Source: an optimization exercise on an open RTL-to-GDS flow (aim: small area). Production flows keep margins and buffers that such runs may drop.
In this exercise RTL edits were held to simulation tests only and were not proved equivalent to the original.
No driver is modelled on the clock port, so clock power and skew are understated where the tree is cut down; a real chip needs a root buffer or a tree.
Power is estimated from default activity; no workload was simulated.

Design mul_div_unit, start of the top module:
module mul_div_unit (
  input  logic        clk,
  input  logic        rst,
  input  logic        start,
  input  logic [2:0]  funct3,
  input  logic [31:0] operand_a,
  input  logic [31:0] operand_b,
  input  logic [4:0]  rd_in,
  input  logic        flush,
  output logic        busy,
  output logic        done,
  output logic [31:0] result,
  output logic [4:0]  rd_out
);
  logic [65:0] w_q;
  logic [32:0] b_q;
  logic        m_q;       
  logic        t_q;       
  logic [4:0]  rd_q;
  logic [2:0]  c_q;       
  logic [5:0]  k_q;       
  logic        dly_q;     
  logic        cy_q;      
  logic        sgn_q;     
  logic        negf_q;    
  logic        bneg_q;    
  logic        pb_q;      
  logic        yp_q;      
  logic        idl_q, act_q;
  logic c0, c2, c3, c5, lo;
  assign c0 = ~c_q[2] & ~c_q[0];
  assign c2 =  c_q[1] & ~c_q[0];
  assign c3 =  c_q[2] &  c_q[0];
  assign c5 = ~c_q[1] &  c_q[0];
  assign lo = ~c_q[0];                         
  assign sgn_q = ~c_q[0] ? ~w_q[44] : (c_q[2] ? ~w_q[33] : (c_q[1] ? w_q[22] : ~w_q[11]));
  logic p_pre, p_z, p_h1, p_main, p_post, p_f, p_g, p_hz, last_k;
  assign p_pre  =  k_q[5] &  k_q[4];
  assign p_z    =  p_pre & ~k_q[0];
  assign p_h1   =  p_pre &  k_q[0];
  assign p_main = ~k_q[5];
  assign p_post =  k_q[5] & ~k_q[4];
  assign p_f    =  p_post & ~k_q[1] & ~k_q[0];
  assign p_g    =  p_post & ~k_q[1] &  k_q[0];
  assign p_hz   =  p_post &  k_q[1];
  assign last_k =  p_main & (k_q[4:0] == 5'd31);
  logic is_mul, is_div, is_rem, mul_hi;
  assign is_mul = m_q;
  assign is_div = ~m_q & ~t_q;
  assign is_rem = ~m_q &  t_q;
  assign mul_hi =  m_q &  t_q;
  logic half, last_c;
  assign half   = (p_h1 & is_mul) | p_hz;
  assign last_c = half ? c2 : c5;
  logic accept;
  assign accept = start & ~flush & idl_q;
  logic        neg_comb, neg_g, g_eff;
  logic        xz, xinv, yen, ysub, cin, prop3, cin0, cin3;
  logic [10:0] xd, yd, sd;
  logic        cout;
  assign neg_comb = is_div ? ((negf_q ^ bneg_q) & w_q[31])
                  : is_rem ? negf_q : (negf_q ^ bneg_q);
  assign neg_g    = c0 ? neg_comb : negf_q;
  assign g_eff    = c0 ? w_q[65] : (c_q[1] ? w_q[43] : w_q[54]);
  always_comb begin
    xz   = 1'b0;
  ...
clock: 10.0 ns
lec_check: 0
cap_margin: 20
core_margin: 2
core_utilization: 40
slew_margin: 20
standard.sh (not shown) runs the stock make flow with config.mk's settings and CLKGATE_MAP_FILE= SYNTH_SCRIPT=/design/flow/synth_recipe.tcl, a recipe that flattens the netlist after the stock synthesis.
==> flow/flow/run.sh <==
#!/bin/bash
# Own layout flow: the standard flow (standard.sh: unchanged synthesis
# and steps) with two changes:
#  - port buffers use the smallest buffer cell (every port still gets one)
#  - the clock tree is a hand-built two-level tree (flow/cts_tree.tcl, run
#    as ORFS's PRE_CTS_TCL hook) instead of TritonCTS; ORFS's cts step still
#    legalizes it and repairs timing afterwards.
# Each tool's full output is kept in the ORFS logs under orfs/logs and the
# make output in flow_make.log.
set -euo pipefail
HERE=$(cd "$(dirname "$0")" && pwd)
export BUFFER_PORTS_ARGS="-buffer_cell sky130_fd_sc_hd__buf_1"
export PRE_CTS_TCL="$HERE/cts_tree.tcl"
export CTS_NLEAF_X=2
export CTS_NLEAF_Y=2
export CTS_LEAF_BUF=sky130_fd_sc_hd__clkbuf_16
export CTS_ROOT_BUF=sky130_fd_sc_hd__clkbuf_4
bash standard.sh > flow_make.log 2>&1
==> flow/flow/cts_tree.tcl <==
# Hand-built two-level clock tree, sourced by ORFS's cts.tcl (PRE_CTS_TCL)
# in place of TritonCTS: one root buffer next to the registers' centre feeds
# NLEAF leaf buffers, each placed at the centre of a group of registers split
# by position. All registers sit at the same depth (root + one leaf buffer).
set nleaf_x $::env(CTS_NLEAF_X)
set nleaf_y $::env(CTS_NLEAF_Y)
set leaf_master $::env(CTS_LEAF_BUF)
set root_master $::env(CTS_ROOT_BUF)

set db [ord::get_db]
set block [ord::get_db_block]
set clknet [$block findNet clk]
set sinks {}
foreach it [$clknet getITerms] {
  set inst [$it getInst]
  set loc [$inst getLocation]
  lappend sinks [list $it [lindex $loc 0] [lindex $loc 1]]
}
puts "cts_tree: [llength $sinks] clock sinks"

# split into nleaf_x columns by x, then each column into nleaf_y rows by y
set groups {}
set byx [lsort -integer -index 1 $sinks]
set n [llength $byx]
for {set i 0} {$i < $nleaf_x} {incr i} {
  set col [lrange $byx [expr {$i * $n / $nleaf_x}] [expr {($i + 1) * $n / $nleaf_x - 1}]]
  set col [lsort -integer -index 2 $col]
  set m [llength $col]
  for {set j 0} {$j < $nleaf_y} {incr j} {
    lappend groups [lrange $col [expr {$j * $m / $nleaf_y}] [expr {($j + 1) * $m / $nleaf_y - 1}]]
  }
}

set root [odb::dbInst_create $block [$db findMaster $root_master] "cts_root_buf"]
set rootnet [odb::dbNet_create $block "clk_root"]
$rootnet setSigType CLOCK
[$root findITerm A] connect $clknet
[$root findITerm X] connect $rootnet

set sx 0; set sy 0
set k 0
foreach g $groups {
  set gx 0; set gy 0
  foreach s $g { incr gx [lindex $s 1]; incr gy [lindex $s 2] }
  set gx [expr {$gx / [llength $g]}]
  set gy [expr {$gy / [llength $g]}]
  incr sx $gx; incr sy $gy
  set buf [odb::dbInst_create $block [$db findMaster $leaf_master] "cts_leaf_buf_$k"]
  $buf setLocation $gx $gy
  $buf setPlacementStatus PLACED
  set net [odb::dbNet_create $block "clk_leaf_$k"]
  $net setSigType CLOCK
  [$buf findITerm A] connect $rootnet
  [$buf findITerm X] connect $net
  foreach s $g {
    set it [lindex $s 0]
    $it disconnect
    $it connect $net
  }
  puts "cts_tree: leaf $k at ($gx, $gy) drives [llength $g] registers"
  incr k
}
$root setLocation [expr {$sx / $k}] [expr {$sy / $k}]
$root setPlacementStatus PLACED

# TritonCTS is not run; the tree above is the clock tree.
rename clock_tree_synthesis cts_tree_unused_tritoncts
proc clock_tree_synthesis {args} { puts "cts_tree: TritonCTS skipped, hand-built tree in place" }
set_propagated_clock [all_clocks]
The baseline went through all stages and came out clean.
==> next run, changes <==
--- a/flow/flow/run.sh
+++ b/flow/flow/run.sh
@@ -17 +17 @@
-export CTS_ROOT_BUF=sky130_fd_sc_hd__clkbuf_4
+export CTS_ROOT_BUF=none
--- a/flow/flow/cts_tree.tcl
+++ b/flow/flow/cts_tree.tcl
@@ -1,4 +0,0 @@
-# Hand-built two-level clock tree, sourced by ORFS's cts.tcl (PRE_CTS_TCL)
-# in place of TritonCTS: one root buffer next to the registers' centre feeds
-# NLEAF leaf buffers, each placed at the centre of a group of registers split
-# by position. All registers sit at the same depth (root + one leaf buffer).
@@ -8,0 +5,7 @@
+
+proc out_iterm {inst} {
+  foreach it [$inst getITerms] {
+    if {[$it isOutputSignal]} { return $it }
+  }
+  error "cts_tree: no output pin on [$inst getName]"
+}
@@ -34,5 +37,10 @@
-set root [odb::dbInst_create $block [$db findMaster $root_master] "cts_root_buf"]
-set rootnet [odb::dbNet_create $block "clk_root"]
-$rootnet setSigType CLOCK
-[$root findITerm A] connect $clknet
-[$root findITerm X] connect $rootnet
+if {$root_master eq "none"} {
+  set root ""
+  set rootnet $clknet
+} else {
+  set root [odb::dbInst_create $block [$db findMaster $root_master] "cts_root_buf"]
+  set rootnet [odb::dbNet_create $block "clk_root"]
+  $rootnet setSigType CLOCK
+  [$root findITerm A] connect $clknet
+  [out_iterm $root] connect $rootnet
+}
@@ -54 +62 @@
-  [$buf findITerm X] connect $net
+  [out_iterm $buf] connect $net
@@ -63,2 +71,4 @@
-$root setLocation [expr {$sx / $k}] [expr {$sy / $k}]
-$root setPlacementStatus PLACED
+if {$root ne ""} {
+  $root setLocation [expr {$sx / $k}] [expr {$sy / $k}]
+  $root setPlacementStatus PLACED
+}
Result: Wire length shrinks by 0.62%; die area is unchanged; core utilization barely changes; power went down by 2.1%; final area stays flat; hold slack is about the same; synthesized area stays the same; setup slack gets better by 0.0048 ns.
==> next run, changes <==
CORE_UTILIZATION = 60   (was 40)
The new run completed with no timing, DRC or antenna violations; worst setup slack gets better by 0.16 ns; global-route usage grows by 4.5 points; cell count drops by a few percent; hold slack gains 0.0063 ns.
==> next run, changes <==
--- a/flow/flow/run.sh
+++ b/flow/flow/run.sh
@@ -16 +16 @@
-export CTS_LEAF_BUF=sky130_fd_sc_hd__clkbuf_16
+export CTS_LEAF_BUF=sky130_fd_sc_hd__clkbuf_8
CORE_UTILIZATION = 90   (was 60)
What happened: The new run failed in global placement without I/O (3_1_place_gp_skip_io). Area after synthesis is unchanged. Synthesized cell count does not change.
The clock cells of the first, second and third runs of this note come from the design's own scripts or RTL, not from TritonCTS.

## what the ideal ports hide
In the flow no input, the clock included, has a driving cell. The finished layouts below were timed again as built, in two steps. Step 1 (the two cells are an assumption about what drives the block):
set clk [get_ports {clk}]
set_driving_cell -lib_cell sky130_fd_sc_hd__clkbuf_16 $clk
set_driving_cell -lib_cell sky130_fd_sc_hd__buf_2 [delete_from_list [all_inputs] $clk]
Step 2 also shifts input and output timing later by t, the mid clock arrival at the registers, as if the neighbouring blocks saw the same clock. a / b / c = ideal / step 1 / step 2; a / b = the first two.
run | t (ns) | setup WS [ns] | worst setup path at the end
the first run | 0.480 | 3.044 / 3.044 / 3.044 | register to register
the second run | 0.253 | 3.049 / 3.049 / 3.049 | register to register
the third run | 0.244 | 3.210 / 3.210 / 3.210 | register to register
After both steps every run listed still meets setup and hold.
